This design comes from an exercise in tuning for a short achievable clock period and few clock cycles per item on the open sky130 flow, not from production work.
Function was checked by simulation only, so behaviour that the tests miss may differ from the original.
Power figures rest on the tool's default switching activity, not on a simulated workload.

--- design/flow/constraint.sdc ---
create_clock -name core_clock -period 8.0 [get_ports {clk}]
set_input_delay 1.6000 -clock core_clock [delete_from_list [all_inputs] [get_ports {clk}]]
set_output_delay 1.6000 -clock core_clock [all_outputs]
set_load 0.01 [all_outputs]
--- design/flow/config.mk ---
export PLATFORM = sky130hd
export DESIGN_NAME = rv_frontend
export DESIGN_NICKNAME = rv_frontend
export VERILOG_FILES = /design/flow/design.v
export SDC_FILE = /design/flow/constraint.sdc
export NUM_CORES = 4
export LEC_CHECK = 0
export CAP_MARGIN = 20
export CORE_MARGIN = 2
export CORE_UTILIZATION = 40
export SLEW_MARGIN = 20
--- design/flow/run.sh ---
#!/bin/bash
# synth_recipe.tcl (not shown) runs the flow's synth.tcl, then flattens the netlist and writes it again
# the make line also repeats each setting of config.mk as NAME=value (left out here)
make -C /OpenROAD-flow-scripts/flow DESIGN_CONFIG=/design/flow/config.mk WORK_HOME=/design/flow/orfs CLKGATE_MAP_FILE= SYNTH_SCRIPT=/design/flow/synth_recipe.tcl finish
--- design/flow/design.v ---
`default_nettype none
package fe_pkg;
  typedef logic [31:0]                 addr_t;      
  typedef logic [31:0]                 instr_t;     
  typedef logic [32-1:0]        cnt_t;       
  typedef logic [4-1:0]  btb_idx_t;   
  typedef enum logic [1:0] {
    KIND_OTHER,
    KIND_BRANCH,
    KIND_JAL,
    KIND_JALR
  } instr_kind_e;
  typedef enum logic [1:0] {
    FETCH_IDLE,   
    FETCH_WAIT,   
    FETCH_DROP    
  } fetch_state_e;
  typedef struct packed {
    addr_t       pc;
    instr_t      instr;
    instr_kind_e kind;
    logic        pred_taken;     
    addr_t       pred_next_pc;
  } fetch_rec_t;
  typedef struct packed {
    logic  valid;
    logic  is_branch;   
    logic  taken;
    addr_t pc;
    addr_t target;
  } bp_update_t;
  typedef struct packed {
    logic  valid;   
    addr_t pc;
  } redirect_t;
  typedef struct packed {
    cnt_t cycles;
    cnt_t cond_branches;
    cnt_t uncond_jumps;
    cnt_t bp_correct;   
  } perf_t;
endpackage
`default_nettype wire
`timescale 1ns/100ps
`default_nettype none
module branch_predictor (
  input  wire                     clk,
  input  wire                     rstn,
  input  wire fe_pkg::addr_t      lookup_pc,
  output logic                    hit,
  output logic                    pred_taken,
  output fe_pkg::addr_t           pred_target,
  input  wire fe_pkg::bp_update_t update
);
  localparam int ENTRIES = 1 << 4;
  localparam int TAG_W   = 32 - 2 - 4;   
  typedef logic [TAG_W-1:0] tag_t;
  typedef logic [1:0]       ctr_t;   
  logic [ENTRIES-1:0] valid;
  tag_t               tag_mem [ENTRIES];
  fe_pkg::addr_t              tgt_mem [ENTRIES];
  ctr_t               ctr_mem [ENTRIES];
  fe_pkg::btb_idx_t lk_idx;
  tag_t     lk_tag;
  fe_pkg::btb_idx_t up_idx;
  tag_t     up_tag;
  logic     up_hit;
  ctr_t     up_ctr;
  assign lk_idx = lookup_pc[4+1:2];
  assign lk_tag = lookup_pc[31:4+2];
  assign hit         = valid[lk_idx] && (tag_mem[lk_idx] == lk_tag);
  assign pred_taken  = ctr_mem[lk_idx][1];   
  assign pred_target = tgt_mem[lk_idx];
  assign up_idx = update.pc[4+1:2];
  assign up_tag = update.pc[31:4+2];
  assign up_hit = valid[up_idx] && (tag_mem[up_idx] == up_tag);
  always_comb begin
    up_ctr = ctr_mem[up_idx];
    if (!up_hit) begin
      up_ctr = 2'd2;   
    end else if (update.is_branch) begin
      if (update.taken && up_ctr != 2'd3) begin
        up_ctr = up_ctr + 2'd1;
      end else if (!update.taken && up_ctr != 2'd0) begin
        up_ctr = up_ctr - 2'd1;
      end
    end
  end
  always_ff @(posedge clk) begin
    if (!rstn) begin
      valid <= '0;
    end else if (update.valid && update.taken) begin
      valid[up_idx] <= 1'b1;   
    end
  end
  always_ff @(posedge clk) begin
    if (update.valid && update.taken) begin
      tag_mem[up_idx] <= up_tag;
      tgt_mem[up_idx] <= update.target;   
      ctr_mem[up_idx] <= up_ctr;
    end else if (update.valid && update.is_branch && up_hit) begin
      ctr_mem[up_idx] <= up_ctr;   
    end
  end
endmodule
`default_nettype wire
`timescale 1ns/100ps
`default_nettype none
module fetch_unit (
  input  wire                     clk,
  input  wire                     rstn,
  output logic                    wb_cyc,
  output logic                    wb_stb,
  output fe_pkg::addr_t           wb_adr,
  input  wire                     wb_ack,
  input  wire fe_pkg::instr_t     wb_dat_i,
  output logic                    push,
  output fe_pkg::fetch_rec_t      push_rec,
  input  wire                     full,
  input  wire fe_pkg::redirect_t  redirect,
  input  wire fe_pkg::bp_update_t update
);
  fe_pkg::fetch_state_e state;
  fe_pkg::addr_t        pc;        
  fe_pkg::addr_t        req_adr;   
  logic         open_req;
  logic         bp_hit;
  logic         bp_taken;
  fe_pkg::addr_t        bp_target;
  fe_pkg::instr_kind_e  kind;
  logic         use_btb;
  fe_pkg::addr_t        seq_pc;
  fe_pkg::addr_t        pred_next_pc;
  branch_predictor bp_inst (
    .clk         (clk),
    .rstn        (rstn),
    .lookup_pc   (req_adr),   
    .hit         (bp_hit),
    .pred_taken  (bp_taken),
    .pred_target (bp_target),
    .update      (update)
  );
  always_comb begin
    case (wb_dat_i[6:0])
      7'b1100011: kind = fe_pkg::KIND_BRANCH;
      7'b1101111:    kind = fe_pkg::KIND_JAL;
      7'b1100111:   kind = fe_pkg::KIND_JALR;
      default:       kind = fe_pkg::KIND_OTHER;
    endcase
  end
  assign seq_pc  = req_adr + 32'd4;
  assign use_btb = bp_hit && ((kind == fe_pkg::KIND_JAL) || (kind == fe_pkg::KIND_JALR) ||
                              ((kind == fe_pkg::KIND_BRANCH) && bp_taken));
  assign pred_next_pc = use_btb ? bp_target : seq_pc;
  assign wb_cyc = (state != fe_pkg::FETCH_IDLE);
  assign wb_stb = wb_cyc;   
  assign wb_adr = req_adr;
  assign open_req = (state == fe_pkg::FETCH_IDLE) && !redirect.valid && !full;
  assign push = (state == fe_pkg::FETCH_WAIT) && wb_ack && !redirect.valid;
  always_comb begin
    push_rec.pc           = req_adr;
    push_rec.instr        = wb_dat_i;
    push_rec.kind         = kind;
    push_rec.pred_taken   = use_btb;
    push_rec.pred_next_pc = pred_next_pc;
  end
  always_ff @(posedge clk) begin
    if (!rstn) begin
      state <= fe_pkg::FETCH_IDLE;
      pc    <= 32'h0000_0000;
    end else begin
      case (state)
        fe_pkg::FETCH_IDLE: begin
          if (redirect.valid) begin
            pc <= redirect.pc;
          end else if (open_req) begin
            state <= fe_pkg::FETCH_WAIT;
          end
        end
        fe_pkg::FETCH_WAIT: begin
          if (wb_ack) begin
            state <= fe_pkg::FETCH_IDLE;   
            pc    <= redirect.valid ? redirect.pc : pred_next_pc;
          end else if (redirect.valid) begin
            state <= fe_pkg::FETCH_DROP;   
            pc    <= redirect.pc;
          end
        end
        fe_pkg::FETCH_DROP: begin
          if (redirect.valid) pc <= redirect.pc;
          if (wb_ack) state <= fe_pkg::FETCH_IDLE;   
        end
        default: state <= fe_pkg::FETCH_IDLE;
      endcase
    end
  end
  always_ff @(posedge clk) begin
    if (open_req) req_adr <= pc;
  end
endmodule
`default_nettype wire
`timescale 1ns/100ps
`default_nettype none
module inflight_queue (
  input  wire                     clk,
  input  wire                     rstn,
  input  wire                     push,
  input  wire fe_pkg::fetch_rec_t push_rec,
  output logic                    full,
  input  wire                     pop,
  output fe_pkg::fetch_rec_t      head,
  output logic                    head_valid,
  input  wire                     flush
);
  localparam int DEPTH = 4;
  localparam int PTR_W = (DEPTH > 1) ? $clog2(DEPTH) : 1;
  typedef logic [PTR_W-1:0] ptr_t;
  typedef logic [PTR_W:0]   occ_t;   
  localparam int REC_W = 32 + 32 + 2 + 1 + 32;   
  logic [REC_W-1:0] mem [DEPTH];
  ptr_t       wr_ptr;
  ptr_t       rd_ptr;
  occ_t       count;
  logic       do_push;
  logic       do_pop;
  assign full       = (count == occ_t'(DEPTH));
  assign head_valid = (count != '0);
  assign head       = mem[rd_ptr];   
  assign do_push = push && !full;
  assign do_pop  = pop && head_valid;
  function automatic ptr_t ptr_inc(input ptr_t p);
    ptr_inc = (p == PTR_W'(DEPTH - 1)) ? '0 : p + 1'b1;
  endfunction
  always_ff @(posedge clk) begin
    if (!rstn) begin
      wr_ptr <= '0;
      rd_ptr <= '0;
      count  <= '0;
    end else if (flush) begin
      wr_ptr <= '0;   
      rd_ptr <= '0;
      count  <= '0;
    end else begin
      if (do_push) wr_ptr <= ptr_inc(wr_ptr);
      if (do_pop)  rd_ptr <= ptr_inc(rd_ptr);
      case ({do_push, do_pop})
        2'b10:   count <= count + occ_t'(1);
        2'b01:   count <= count - occ_t'(1);
        default: count <= count;   
      endcase
    end
  end
  always_ff @(posedge clk) begin
    if (do_push && !flush) mem[wr_ptr] <= push_rec;
  end
endmodule
`default_nettype wire
`timescale 1ns/100ps
`default_nettype none
module branch_resolver (
  input  wire                     clk,
  input  wire                     rstn,
  input  wire fe_pkg::fetch_rec_t head,
  input  wire                     head_valid,
  input  wire                     resolve_valid,
  input  wire fe_pkg::addr_t      resolve_next_pc,
  output logic                    pop,
  output fe_pkg::redirect_t       redirect,
  output fe_pkg::bp_update_t      update,
  output fe_pkg::perf_t           perf
);
  logic  complete;
  logic  is_branch;
  logic  is_jump;
  logic  actual_taken;
  logic  pred_ok;
  fe_pkg::addr_t seq_pc;
  assign complete  = head_valid && resolve_valid;
  assign pop       = complete;   
  assign is_branch = (head.kind == fe_pkg::KIND_BRANCH);
  assign is_jump   = (head.kind == fe_pkg::KIND_JAL) || (head.kind == fe_pkg::KIND_JALR);
  assign seq_pc       = head.pc + 32'd4;
  assign actual_taken = (resolve_next_pc != seq_pc);
  assign pred_ok      = (resolve_next_pc == head.pred_next_pc);
  always_comb begin
    redirect.valid = complete && !pred_ok;
    redirect.pc    = resolve_next_pc;
  end
  always_comb begin
    update.valid     = complete && (is_branch || (is_jump && actual_taken));
    update.is_branch = is_branch;
    update.taken     = actual_taken;
    update.pc        = head.pc;
    update.target    = resolve_next_pc;
  end
  always_ff @(posedge clk) begin
    if (!rstn) begin
      perf <= '0;
    end else begin
      perf.cycles <= perf.cycles + fe_pkg::cnt_t'(1);   
      if (complete && is_branch) begin
        perf.cond_branches <= perf.cond_branches + fe_pkg::cnt_t'(1);
      end
      if (complete && is_jump) begin
        perf.uncond_jumps <= perf.uncond_jumps + fe_pkg::cnt_t'(1);
      end
      if (complete && is_branch && pred_ok) begin
        perf.bp_correct <= perf.bp_correct + fe_pkg::cnt_t'(1);
      end
    end
  end
endmodule
`default_nettype wire
`timescale 1ns/100ps
`default_nettype none
module rv_frontend (
  input  wire         clk,
  input  wire         rstn,
  output logic        wb_cyc,
  output logic        wb_stb,
  output logic [31:0] wb_adr,
  input  wire         wb_ack,
  input  wire  [31:0] wb_dat_i,
  output logic [31:0] issue_pc,
  output logic [31:0] issue_instr,
  output logic [1:0]  issue_kind,
  output logic        issue_pred_taken,
  output logic [31:0] issue_pred_next_pc,
  output logic        issue_valid,
  input  wire         resolve_valid,
  input  wire  [31:0] resolve_next_pc,
  output logic        mispredict,
  output logic [31:0] perf_cycles,
  output logic [31:0] perf_cond_branches,
  output logic [31:0] perf_uncond_jumps,
  output logic [31:0] perf_bp_correct
);
  logic       push;
  fe_pkg::fetch_rec_t push_rec;
  logic       full;
  logic       pop;
  fe_pkg::redirect_t  redirect;   
  fe_pkg::bp_update_t update;
  fe_pkg::fetch_rec_t issue;
  fe_pkg::perf_t      perf;
  fetch_unit fetch_unit_inst (
    .clk      (clk),
    .rstn     (rstn),
    .wb_cyc   (wb_cyc),
    .wb_stb   (wb_stb),
    .wb_adr   (wb_adr),
    .wb_ack   (wb_ack),
    .wb_dat_i (wb_dat_i),
    .push     (push),
    .push_rec (push_rec),
    .full     (full),
    .redirect (redirect),
    .update   (update)
  );
  inflight_queue inflight_queue_inst (
    .clk        (clk),
    .rstn       (rstn),
    .push       (push),
    .push_rec   (push_rec),
    .full       (full),
    .pop        (pop),
    .head       (issue),
    .head_valid (issue_valid),
    .flush      (redirect.valid)
  );
  branch_resolver branch_resolver_inst (
    .clk             (clk),
    .rstn            (rstn),
    .head            (issue),
    .head_valid      (issue_valid),
    .resolve_valid   (resolve_valid),
    .resolve_next_pc (resolve_next_pc),
    .pop             (pop),
    .redirect        (redirect),
    .update          (update),
    .perf            (perf)
  );
  assign mispredict = redirect.valid;
  assign issue_pc           = issue.pc;
  assign issue_instr        = issue.instr;
  assign issue_kind         = issue.kind;
  assign issue_pred_taken   = issue.pred_taken;
  assign issue_pred_next_pc = issue.pred_next_pc;
  assign perf_cycles        = perf.cycles;
  assign perf_cond_branches = perf.cond_branches;
  assign perf_uncond_jumps  = perf.uncond_jumps;
  assign perf_bp_correct    = perf.bp_correct;
endmodule
`default_nettype wire
==> metrics.csv <==
metric,value,unit
yosysUniqueCellTypes,86,
crit_slowest_cell,and3_4,
drive_gt1_share,19.4,%
rr_endpoint,fetch_unit_inst.bp_inst.tag_mem[7][17],
syn_nets,4066,
clk_latency,0.82,ns
crit_path_max_incr_delay,0.81,ns
final_nets,4467,
clock_path_buffers,3,
drt-vias-per-instance,5.92,
cts_max_level,4,
top_layer,met5,
core-area,0.170,mm²
rsz0062_at_grt,false,
clock.fmax,155,MHz
ys_warn_count,4,
crit_chain,buf_4 -> mux4_2 -> nand4_1 -> nor3_1 -> a21oi_1 -> o311ai_0 -> o21ai_0 -> and3_1 -> buf_4 -> nor2_2 -> and3_4 -> buf_4,
synth.area.top_cells,"edfxtp_1 61%, mux4_2 13%, dfxtp_1 5.6%",
die_h,417,µm
worst_slew_pin_slew,1.11,ns
finalWirelength,210,mm
cp_num_cells,12,
fin_util,47.1,%
wl_met3,16.3,mm
pin_count,331,
holdWs,0.431,ns
grt_pass1_wl,297,mm
synth_top_area_cell,edfxtp_1,
netlist_instances,3978,
min_to,fetch_unit_inst.req_adr[16],
start_util,40.3,%
endpoint_kind,flip-flop,
multi_input_area,0.0217,mm²
overflow,0,
status,"complete, no violations",
drtPass1Iterations,6,
required,8.48,ns
whs_path_depth,0,
hold_path_class,flip-flop to flip-flop,
cp-start-kind,flip-flop,
drcViolationCount,0,
dr_total_vias,39896,
cts_root_buf,clkbuf_16,
rows,151,
synth.top_cell.area_share,61.0,%
postCtsSetupBuffers,0,
syn2layout_area_growth,16.9,%
finalNonFillerCells,6738,
p_int,17.3,mW
clkPwrFrac,29.1,%
dp.cells,6429,
synth_seq_cells,1579,
grt_pass1_vias,39484,
reg2reg_depth,12,
finalSetupViolCount,0,
netlist_area,0.0684,mm²
synth_edf_count,1388,
cp.arrival,6.92,ns
ys_top_cells_by_count,"1,388 x edfxtp_1, 393 x mux4_2, 280 x mux2i_1",
fill_cells,14319,
power_frac_seq,40.2,%
cts_buffers,166,
worstHoldStart,fetch_unit_inst.pc[16],
ys_seq_area_share,66.5,%
regArea,0.0455,mm²
io_buffers,330,
cts_tree,yes,
track_usage,23.8,%
cts.sinks,1579,
crit_top_cell,buf_4,
pwr-share-comb,30.7,%
cts_resized,0,
worst-path-buf-inv,3,
finClkSkew,0.0349,ns
rrSetupSlack,1.55,ns
die-area,0.174,mm²
final.setup.tns,0,ns
antenna_left,0,
p_leak,25.8,nW
gp_congestion,0.932,
max_slew_margin,23.6,%
syn_avg_cell_area,17.2,µm²
worstPathMaxFanout,30,
fin_crit_sh,80.6,%
irDropWorstVdd,226,µV
wl_met2,103,mm
synthFlopType,edfxtp_1,
wl_met1,82.5,mm
path_clk_slew,0.06,ns
yosysMostFrequentCell,edfxtp_1,
dpl.hpwl,136,mm
finalCriticalPeriod,6.45,ns
switching_share,33.5,%
drt-initial-drc-count,4424,
crit_type,flip-flop to flip-flop,
cp_top_family,simple AND/OR/NAND/NOR gates,
die_w,417,µm
power.switching,8.72,mW
hold_viol_final,0,
grt_max_degree,113,
cts_hold_buf,0,
antenna_found_initial,13,
max-cap-violations,0,
p_per_area,325,mW/mm²
async_flop_share,0,%
avgRoutedWirePerCell,31.1,µm
drv_slew,0,
==> flip-flops by register name, summed over array words and instances, names as in the netlist, named ones only <==
register / cells
branch_resolver_inst.perf: 128
fetch_unit_inst.bp_inst.ctr_mem: 32
fetch_unit_inst.bp_inst.tag_mem: 416
fetch_unit_inst.bp_inst.tgt_mem: 512
fetch_unit_inst.bp_inst.valid: 16
fetch_unit_inst.pc: 32
fetch_unit_inst.req_adr: 32
fetch_unit_inst.state: 2
inflight_queue_inst.count: 3
inflight_queue_inst.mem: 396
inflight_queue_inst.rd_ptr: 2
inflight_queue_inst.wr_ptr: 2
==> metrics by stage <==
stage / setup WS [ns] / power, mW / area, µm²
finish: 1.55 / 26.0 / 80000
global route: 1.27 / 26.8 / 80000
CTS: 1.50 / 26.1 / 79900
detailed placement: 1.73 / 18.6 / 74700
global placement: 1.73 / 18.5 / 74700
floorplan: 1.55 / 15.1 / 68400
==> power groups by stage <==
stage | clock (mW) | combinational [mW] | sequential, mW
floorplan | 0 | 4.80 | 10.3
CTS | 7.69 | 7.96 | 10.5
finish | 7.57 | 7.98 | 10.5
detailed placement | 0 | 7.93 | 10.6
global route | 7.99 | 8.31 | 10.5
global placement | 0 | 7.93 | 10.6
==> placed cells by master, fill, tap and decap left out, types with 19 or more instances in the layout <==
cell type | synthesis | final
nor2_1 | 129 | 126
ha_1 | 19 | 19
nand2b_1 | 25 | 25
nand3_1 | 85 | 85
inv_1 | 33 | 33
buf_12 | 3 | 21
clkdlybuf4s50_1 | 0 | 328
and2_1 | 115 | 111
and3_1 | 65 | 49
mux2i_1 | 280 | 280
a21oi_1 | 39 | 38
nor3_1 | 31 | 30
a22oi_1 | 32 | 32
nand4_1 | 61 | 61
clkbuf_1 | 101 | 54
clkinv_1 | 0 | 32
mux2_2 | 51 | 51
buf_4 | 22 | 116
o221ai_1 | 22 | 22
xnor2_1 | 202 | 202
clkbuf_16 | 0 | 166
edfxtp_1 | 1388 | 1388
nand2_1 | 174 | 174
nor2b_1 | 23 | 21
xor2_1 | 62 | 62
o21a_1 | 19 | 19
nor4_1 | 19 | 19
o21ai_0 | 45 | 45
a211oi_1 | 19 | 19
mux4_2 | 393 | 392
dfxtp_1 | 191 | 185
==> logic make-up (layout without fill, tap and decap cells) <==
group / count (synthesis) / in the layout / synth area share, %
mux: 731 / 731 / 18.1
simple gates: 804 / 804 / 6.27
buf+inv: 271 / 810 / 1.99
flops: 1579 / 1579 / 66.5
other cells: 0 / 3 / 0
fa+ha+maj: 20 / 20 / 0.377
xor+xnor: 264 / 264 / 3.38
compound gates: 309 / 309 / 3.32
==> layout make-up <==
cell class / count / share of cell area (%)
repair buffers: 466 / 5.73
multi-input cells: 2128 / 27.1
diodes: 3 / 0.00939
clock inverters: 78 / 0.997
inverters: 38 / 0.185
clock buffers: 228 / 5.59
flip-flops and latches: 1579 / 56.9
well taps: 2218 / 3.47
==> worst max path at each step <==
stage / end / from
floorplan: fetch_unit_inst.bp_inst.tag_mem[10][0] / flip-flop
finish: fetch_unit_inst.bp_inst.tag_mem[7][17] / flip-flop
global route: fetch_unit_inst.bp_inst.tag_mem[7][17] / flip-flop
detailed placement: fetch_unit_inst.bp_inst.tag_mem[1][25] / resolve_next_pc[16]
global placement: branch_resolver_inst.perf[30] / flip-flop
CTS: mispredict / flip-flop
==> routing by layer <==
metal  vias to the layer above  GRT usage (%)
li1                      16737              -
met1                     20931           31.3
met2                      1867           39.1
met3                       353           4.67
met4                         8           8.88
met5                         -              0
==> worst register-to-register path: cells and delay by family (launching register included) <==
kind | cells | cell delay, ns
simple gates | 5 | 2.56
flops | 1 | 0.73
mux | 1 | 0.70
compound gates | 3 | 0.91
buf+inv | 3 | 1.21
Testbench counts, summed over its fixed seeds: cycles 48,168, instrs 16,000.

re-timing with driven ports:
The flow's constraints put no driver on any port. The routed layout listed below was extracted and timed again, unchanged, in two steps. Step 1 assumes that a clkbuf_16 drives the clock port and a buf_2 every other input. Step 2 adds t to the input delays and takes it off the output delays; t is the mean of the earliest and latest rising clock arrival at the registers after step 1. Input paths then give back, and output paths get back, about the clock's delay inside the block. Slacks: ideal ports / drivers / drivers and shift; pairs: ideal ports / drivers.
shift t [ns]: 0.889
slack for setup (ns): 1.555 / 1.555 / 1.555
hold slack, ns: 0.431 / 0.431 / 0.431
After both steps setup and hold are still met in this run. For this run, drivers alone change the setup slack by 0.000 ns; drivers and shift together by 0.000 ns.
